Context: an optimization exercise on an open-source flow, tuned for small area. The choices shown serve that exercise and are no tape-out recipe. In this exercise RTL edits were held to simulation tests only and were not proved equivalent to the original. No activity file was given, so power comes from the tool's default toggle rates.

== build 1 ==
==> flow/design.v <==
module apb_slave_mem #(
   parameter int MEM_DEPTH   = 64,
   parameter int WAIT_STATES = 0
) (
   input  logic        PCLK,
   input  logic        PRESETn,
   input  logic        PSELx,
   input  logic        PENABLE,
   input  logic        PWRITE,
   input  logic [31:0] PADDR,
   input  logic [31:0] PWDATA,
   output logic [31:0] PRDATA,
   output logic        PREADY,
   output logic        PSLVERR,
   output logic        dbg_state_o
);
   logic        state_q;
   logic [5:0]  addr_q;
   logic        wr_q;
   logic        err_q;
   logic [5:0]  rot_q;
   logic        rst_q;
   logic        pend_q;
   logic [31:0] pdata_q;
   logic [31:0] prdata_q;
   logic [31:0] prdata_d;
   logic [31:0] ring_q [64];
   logic [31:0] ring_d [64];
   logic        setup_hit;
   logic        setup_err;
   logic        wen;
   logic        clr;
   logic [5:0]  rd_pos;
   logic [5:0]  wr_pos;
   logic        wr_now;
   logic        ins;
   logic [31:0] ins_v;
   logic [31:0] col_a;
   logic [31:0] col_b;
   logic [31:0] ld;
   logic [31:0] ld_n;
   logic [63:0] rd_sel;
   logic        rd_kill;
   logic        rd_byp;
   logic        rd_on;
   logic        rd_inv;
   assign setup_hit = !state_q && PSELx && !PENABLE;
   assign setup_err = (PADDR[1:0] != 2'b00) || (PADDR[31:8] != 24'd0);
   assign wen       = state_q && PSELx && PENABLE && wr_q && !err_q;
   assign clr       = !PRESETn || rst_q;
   assign PREADY      = state_q;
   assign PSLVERR     = state_q && err_q;
   assign PRDATA      = prdata_q;
   assign dbg_state_o = state_q;
   assign wr_pos = addr_q + rot_q;
   assign rd_pos = PADDR[7:2] + rot_q;
   assign wr_now = wen && wr_pos[0];
   assign ins    = wr_now || pend_q;
   assign ins_v  = clr ? 32'h0 : (pend_q ? pdata_q : PWDATA);
   assign col_a  = ~ins_v;
   assign col_b  = ins_v;
   always_comb begin
      logic [5:0] k;
      k = wr_pos + 6'd2;
      for (int e = 0; e < 32; e++) begin
         ld[e]   = clr || (ins && k[5:1] == 5'(e));
         ld_n[e] = !ld[e];
      end
   end
   apb_rd_dec u_rd_dec (.p(rd_pos), .sel(rd_sel));
   for (genvar e = 0; e < 32; e++) begin : g_even
      for (genvar j = 0; j < 32; j++) begin : g_bit
         apb_mem_nxt u_nxt (
            .ld(ld[e]), .ld_n(ld_n[e]), .d_n(e[0] ? col_b[j] : col_a[j]),
            .q(ring_q[(2*e+63)%64][j]), .y(ring_d[2*e][j])
         );
      end
      assign ring_d[2*e+1] = ring_q[2*e];
   end
   always_ff @(posedge PCLK) begin
      for (int i = 0; i < 64; i++) ring_q[i] <= ring_d[i];
   end
   always_ff @(posedge PCLK) begin
      if (!PRESETn) rot_q <= '0;
      else          rot_q <= rot_q + 6'd1;
   end
   always_ff @(posedge PCLK) begin
      rst_q   <= !PRESETn;
      pend_q  <= PRESETn && wen && !wr_pos[0];
      pdata_q <= PWDATA;
   end
   assign rd_kill = !PRESETn || setup_err || (rst_q && rd_pos[0]);
   assign rd_byp  = pend_q && (PADDR[7:2] == addr_q) && !rd_kill;
   assign rd_on   = !rd_kill && !rd_byp;
   apb_pos1 u_pos1 (.a(PADDR[3:2]), .r(rot_q[1:0]), .p1(rd_inv));
   for (genvar j = 0; j < 32; j++) begin : g_col
      logic [11:0] c0_n;
      logic [11:0] c1_n;
      for (genvar g = 0; g < 10; g++) begin : g_grp
         localparam int M0 = 3*g, M1 = 3*g+1, M2 = 3*g+2;
         apb_rd_aoi3 u_aoi0 (
            .s0(rd_sel[4*(M0/2)+M0%2]), .d0(ring_q[4*(M0/2)+M0%2][j]),
            .s1(rd_sel[4*(M1/2)+M1%2]), .d1(ring_q[4*(M1/2)+M1%2][j]),
            .s2(rd_sel[4*(M2/2)+M2%2]), .d2(ring_q[4*(M2/2)+M2%2][j]),
            .y(c0_n[g])
         );
         apb_rd_aoi3 u_aoi1 (
            .s0(rd_sel[4*(M0/2)+2+M0%2]), .d0(ring_q[4*(M0/2)+2+M0%2][j]),
            .s1(rd_sel[4*(M1/2)+2+M1%2]), .d1(ring_q[4*(M1/2)+2+M1%2][j]),
            .s2(rd_sel[4*(M2/2)+2+M2%2]), .d2(ring_q[4*(M2/2)+2+M2%2][j]),
            .y(c1_n[g])
         );
      end
      apb_rd_nand2 u_n60 (.s(rd_sel[60]), .d(ring_q[60][j]), .y(c0_n[10]));
      apb_rd_nand2 u_n61 (.s(rd_sel[61]), .d(ring_q[61][j]), .y(c0_n[11]));
      apb_rd_nand2 u_n62 (.s(rd_sel[62]), .d(ring_q[62][j]), .y(c1_n[10]));
      apb_rd_nand2 u_n63 (.s(rd_sel[63]), .d(ring_q[63][j]), .y(c1_n[11]));
      apb_rd_fin u_fin (
         .c0_n(c0_n), .c1_n(c1_n), .inv(rd_inv), .on(rd_on), .byp(rd_byp), .bd(pdata_q[j]), .d(prdata_d[j])
      );
   end
   always_ff @(posedge PCLK) begin
      if (!PRESETn || (setup_hit && !PWRITE)) prdata_q <= prdata_d;
   end
   always_ff @(posedge PCLK) begin
      if (!PRESETn) state_q <= 1'b0;
      else          state_q <= setup_hit;
   end
   always_ff @(posedge PCLK) begin
      if (setup_hit) begin
         addr_q <= PADDR[7:2];
         wr_q   <= PWRITE;
         err_q  <= setup_err;
      end
   end
endmodule
module apb_rd_dec (
   input  logic [5:0]  p,
   output logic [63:0] sel
);
   logic [7:0] lo_n, hi_n;
   apb_dec3n u_dlo (.a(p[2:0]), .y_n(lo_n));
   apb_dec3n u_dhi (.a(p[5:3]), .y_n(hi_n));
   for (genvar i = 0; i < 64; i++) begin : g_sel
      assign sel[i] = !(hi_n[i/8] || lo_n[i%8]);
   end
endmodule
module apb_pos1 (
   input  logic [1:0] a,
   input  logic [1:0] r,
   output logic       p1
);
   assign p1 = a[1] ^ r[1] ^ (a[0] && r[0]);
endmodule
module apb_dec3n (
   input  logic [2:0] a,
   output logic [7:0] y_n
);
   for (genvar k = 0; k < 8; k++) begin : g_k
      assign y_n[k] = (a != 3'(k));
   end
endmodule
module apb_mem_nxt (
   input  logic ld,
   input  logic ld_n,
   input  logic d_n,
   input  logic q,
   output logic y
);
   assign y = !((ld || q) && (ld_n || d_n));
endmodule
module apb_rd_aoi3 (
   input  logic s0, d0, s1, d1, s2, d2,
   output logic y
);
   assign y = !((s0 && d0) || (s1 && d1) || (s2 && d2));
endmodule
module apb_rd_nand2 (
   input  logic s, d,
   output logic y
);
   assign y = !(s && d);
endmodule
module apb_rd_fin (
   input  logic [11:0] c0_n,
   input  logic [11:0] c1_n,
   input  logic        inv,
   input  logic        on,
   input  logic        byp,
   input  logic        bd,
   output logic        d
);
   assign d = (on && (!(&c0_n) || (inv && (&c1_n)))) || (byp && bd);
endmodule
Settings: LEC_CHECK=0, CAP_MARGIN=10, CORE_MARGIN=2, CORE_UTILIZATION=50, GPL_TIMING_DRIVEN=0, SETUP_SLACK_MARGIN=0.3, SLEW_MARGIN=10, SYNTH_HIERARCHICAL=1; clock period 5.0 ns.
standard.sh (not shown) runs the stock make flow with config.mk's settings and CLKGATE_MAP_FILE= SYNTH_SCRIPT=/design/flow/synth_recipe.tcl, a recipe that flattens the netlist after the stock synthesis.
==> flow/flow/run.sh <==
#!/bin/bash
# Standard ORFS layout (standard.sh, so the standard synthesis) with these changes:
#  - floorplan removes synthesis buffers instead of sizing cells up for timing
#    before placement (REMOVE_ABC_BUFFERS),
#  - port buffers are buf_1 instead of the default delay-buffer cell,
#  - before global placement, place_pre.tcl buffers each high-fanout net once
#    (or upsizes its inverter or nand2 driver),
#  - the placement repair (resize step) may only use small cells (resize_pre.tcl),
#  - CTS uses clkbuf_8 with sink clusters of at most 12 and no dummy loads.
# ORFS writes each step's log under orfs/logs; make's own output goes to
# standard_make.log.
set -euo pipefail
F="$PWD/flow"
export REMOVE_ABC_BUFFERS=1
export BUFFER_PORTS_ARGS="-buffer_cell sky130_fd_sc_hd__buf_1"
export PRE_GLOBAL_PLACE_TCL="$F/place_pre.tcl"
export PRE_RESIZE_TCL="$F/resize_pre.tcl"
export CTS_ARGS="-sink_clustering_enable -repair_clock_nets -buf_list {sky130_fd_sc_hd__clkbuf_8} -sink_clustering_size 12 -sink_clustering_max_diameter 50 -dont_use_dummy_load"
bash standard.sh finish > "$PWD/standard_make.log" 2>&1
Other scripts of this flow, unchanged in this note and not shown: flow/flow/place_pre.tcl, flow/flow/resize_pre.tcl
Build 1 finished all stages; the layout is clean.
Input changes introduced in build 32 (baseline for comparison: build 1):
- CORE_UTILIZATION: 50 -> 55
==> flow/flow/run.sh <==
#!/bin/bash
# Standard ORFS layout (standard.sh, so the standard synthesis) with these changes:
#  - floorplan removes synthesis buffers instead of sizing cells up for timing
#    before placement (REMOVE_ABC_BUFFERS),
#  - port buffers are buf_1 instead of the default delay-buffer cell,
#  - before global placement, place_pre.tcl buffers each high-fanout net once
#    (or upsizes its inverter or nand2 driver),
#  - the placement repair (resize step) may only use small cells (resize_pre.tcl),
#  - CTS uses clkbuf_8 with sink clusters of at most 15 and no dummy loads.
# ORFS writes each step's log under orfs/logs; make's own output goes to
# standard_make.log.
set -euo pipefail
F="$PWD/flow"
export REMOVE_ABC_BUFFERS=1
export BUFFER_PORTS_ARGS="-buffer_cell sky130_fd_sc_hd__buf_1"
export PRE_GLOBAL_PLACE_TCL="$F/place_pre.tcl"
export PRE_RESIZE_TCL="$F/resize_pre.tcl"
export CTS_ARGS="-sink_clustering_enable -repair_clock_nets -buf_list {sky130_fd_sc_hd__clkbuf_8} -sink_clustering_size 15 -sink_clustering_max_diameter 50 -dont_use_dummy_load"
bash standard.sh finish > "$PWD/standard_make.log" 2>&1
[summary]
Relative to build 1, the wire length measured on build 32 has increased slightly. Measured against each other, build 1 and build 32 differ in required time at the endpoint of the critical path, the lower figure coming from build 32. Relative to build 1, build 32 improves setup slack at placement. Lower tightest hold margin among build 1 and build 32: build 1. Compared with build 1, build 32 shows a lower total instance count after detailed placement. In the metrics for build 1 and build 32, the one carrying the lower sequential portion of the cell area is build 1. Going from build 1 to build 32, cell count shrinks by about 2.4%. The setup slack of build 32 is larger than that of build 1. Build 32 vs. build 1: detailed-route via count rose by 279; met3 routed wirelength went down by 1.2%.
## Diff of input files: build 62 against build 32
- CORE_UTILIZATION changed from 55 to 50
### Flow results
- Between build 32 and build 62, y dimension of the die is higher for build 62, build 32 comes in under that.
- Looking at build 32 and build 62, the final worst-path cycle share is a wash.
- Routed length on met2 in build 62 is 1.3% lower than in build 32
- Initial antenna violation count: build 62 < build 32
- Die area is lower on build 32
- Where final-layout worst hold slack is concerned, build 32 is better than build 62.
- Taking build 32 as the reference, in build 62 final wirelength fell by about 1.5%; clock network power share stayed essentially flat; largest stage delay on the critical path stayed essentially flat; power stayed essentially flat; power share of the combinational group stayed essentially flat.

========
## wip/maple
Another version of the RTL of apb_slave_mem (not shown whole).
Size: ~2100 flip-flops, about 100 I/O pins.
==> flow/config.mk <==
export PLATFORM = sky130hd
export DESIGN_NAME = apb_slave_mem
export DESIGN_NICKNAME = apb_slave_mem
export VERILOG_FILES = /design/flow/design.v
export SDC_FILE = /design/flow/constraint.sdc
export NUM_CORES = 4
export LEC_CHECK = 0
export CAP_MARGIN = 10
export CORE_MARGIN = 2
export CORE_UTILIZATION = 50
export GPL_TIMING_DRIVEN = 0
export SETUP_SLACK_MARGIN = 0.3
export SLEW_MARGIN = 10
export SYNTH_HIERARCHICAL = 1
==> flow/constraint.sdc <==
create_clock -name core_clock -period 5.0 [get_ports {PCLK}]
set_input_delay 1.0000 -clock core_clock [delete_from_list [all_inputs] [get_ports {PCLK}]]
set_output_delay 1.0000 -clock core_clock [all_outputs]
set_load 0.01 [all_outputs]
==> flow/flow/run.sh <==
#!/bin/bash
# Standard ORFS layout (standard.sh, so the standard synthesis) with these changes:
#  - floorplan removes synthesis buffers instead of sizing cells up for timing
#    before placement (REMOVE_ABC_BUFFERS),
#  - port buffers are buf_1 instead of the default delay-buffer cell,
#  - before global placement, place_pre.tcl buffers each high-fanout net once,
#  - the placement repair (resize step) may only use small cells (resize_pre.tcl),
#  - CTS uses clkbuf_8 with sink clusters of at most 12 and no dummy loads.
# ORFS writes each step's log under orfs/logs; make's own output goes to
# standard_make.log.
set -euo pipefail
F="$PWD/flow"
export REMOVE_ABC_BUFFERS=1
export BUFFER_PORTS_ARGS="-buffer_cell sky130_fd_sc_hd__buf_1"
export PRE_GLOBAL_PLACE_TCL="$F/place_pre.tcl"
export PRE_RESIZE_TCL="$F/resize_pre.tcl"
export CTS_ARGS="-sink_clustering_enable -repair_clock_nets -buf_list {sky130_fd_sc_hd__clkbuf_8} -sink_clustering_size 12 -sink_clustering_max_diameter 50 -dont_use_dummy_load"
bash standard.sh finish > "$PWD/standard_make.log" 2>&1
Other scripts of this flow, unchanged in this note and not shown: flow/flow/place_pre.tcl, flow/flow/resize_pre.tcl
Relative to wip/maple, the following input files were edited for wip/garnet:
diff --git a/flow/flow/run.sh b/flow/flow/run.sh
--- a/flow/flow/run.sh
+++ b/flow/flow/run.sh
@@ -6,5 +6,4 @@
 #  - before global placement, place_pre.tcl buffers each high-fanout net once,
 #  - the placement repair (resize step) may only use small cells (resize_pre.tcl),
-#  - CTS uses clkbuf_8 with sink clusters of at most 12 and no dummy loads.
 # ORFS writes each step's log under orfs/logs; make's own output goes to
 # standard_make.log.
@@ -15,4 +14,3 @@
 export PRE_GLOBAL_PLACE_TCL="$F/place_pre.tcl"
 export PRE_RESIZE_TCL="$F/resize_pre.tcl"
-export CTS_ARGS="-sink_clustering_enable -repair_clock_nets -buf_list {sky130_fd_sc_hd__clkbuf_8} -sink_clustering_size 12 -sink_clustering_max_diameter 50 -dont_use_dummy_load"
 bash standard.sh finish > "$PWD/standard_make.log" 2>&1
Results
- wip/garnet: all stages complete, timing, DRC and antenna checks passed
- Diff wip/garnet..wip/maple | critical path data arrival time | negligible
- Status: clock-pin slew on the worst setup and hold paths parity (wip/maple, wip/garnet)
- Delta (wip/garnet minus wip/maple): synthesis-to-finish area growth climbed 6.5 points; via count of the routed design climbed about 1.2%.
### wip/garnet -> wip/nickel
# wip/garnet
export LEC_CHECK = 0
export CAP_MARGIN = 10
export CORE_MARGIN = 2
export CORE_UTILIZATION = 50
export GPL_TIMING_DRIVEN = 0
export SETUP_SLACK_MARGIN = 0.3
export SLEW_MARGIN = 10
export SYNTH_HIERARCHICAL = 1
create_clock -name core_clock -period 5.0 [get_ports {PCLK}]
# wip/nickel
export LEC_CHECK = 0
export CAP_MARGIN = 10
export CORE_MARGIN = 2
export CORE_UTILIZATION = 50
export GPL_TIMING_DRIVEN = 0
export SETUP_SLACK_MARGIN = 0.5
export SLEW_MARGIN = 10
export SYNTH_HIERARCHICAL = 1
create_clock -name core_clock -period 5.0 [get_ports {PCLK}]
diff --git a/flow/flow/run.sh b/flow/flow/run.sh
--- a/flow/flow/run.sh
+++ b/flow/flow/run.sh
@@ -6,4 +6,5 @@
 #  - before global placement, place_pre.tcl buffers each high-fanout net once,
 #  - the placement repair (resize step) may only use small cells (resize_pre.tcl),
+#  - CTS uses clkbuf_16 with sink clusters of at most 15 and no dummy loads.
 # ORFS writes each step's log under orfs/logs; make's own output goes to
 # standard_make.log.
@@ -14,3 +15,4 @@
 export PRE_GLOBAL_PLACE_TCL="$F/place_pre.tcl"
 export PRE_RESIZE_TCL="$F/resize_pre.tcl"
+export CTS_ARGS="-sink_clustering_enable -repair_clock_nets -buf_list {sky130_fd_sc_hd__clkbuf_16} -sink_clustering_size 15 -sink_clustering_max_diameter 60 -dont_use_dummy_load"
 bash standard.sh finish > "$PWD/standard_make.log" 2>&1
Findings:
wip/nickel ended up with sky130_fd_sc_hd__buf_4 as its slowest stage cell on the critical path; wip/garnet ended up with sky130_fd_sc_hd__nor4_1. The overall power after layout in wip/nickel is 0.886 times that in wip/garnet. Going from wip/garnet to wip/nickel, area growth from synthesis to final layout lower; final routed wire length divided by cell count increased 0.92 um; buffering stage count on the worst path with inverters included rose by 1; utilization fell by 2.2 points. Looking at share of the final layout cell area in multi-input gates, wip/nickel sits above wip/garnet.

-- separate check: timing with driven ports --
The flow's constraints put no driver on any port. The routed layouts listed below were extracted and timed again, unchanged, in two steps. Step 1 sets driving cells, clkbuf_16 on the clock port and buf_2 on the other inputs (assumed; they add their load-dependent delay and slew). Step 2 adds t to the input delays and takes it off the output delays; t is the mean of the earliest and latest rising clock arrival at the registers after step 1. Input paths then give back, and output paths get back, about the clock's delay inside the block. Three values: no drivers, after step 1, after step 2; two values: the first two.
| run | t, ns | setup WS [ns] | cell pins on the clock port's net |
|---|---|---|---|
| build 1 | 0.992 | 0.420 / 0.420 / -0.420 | 1 |
| build 32 | 0.952 | 0.434 / 0.434 / -0.406 | 1 |
| build 62 | 1.002 | 0.428 / 0.428 / -0.417 | 1 |
| wip/maple | 0.986 | 0.416 / 0.416 / -0.368 | 1 |
| wip/garnet | 0.909 | 0.406 / 0.406 / -0.403 | 1 |
| wip/nickel | 0.826 | 0.568 / 0.615 / -0.201 | 1 |
With both steps, setup timing fails in every run listed, where it was met with ideal ports. For build 62, which loses most, drivers alone change the setup slack by 0.000 ns; drivers and shift together by -0.845 ns.
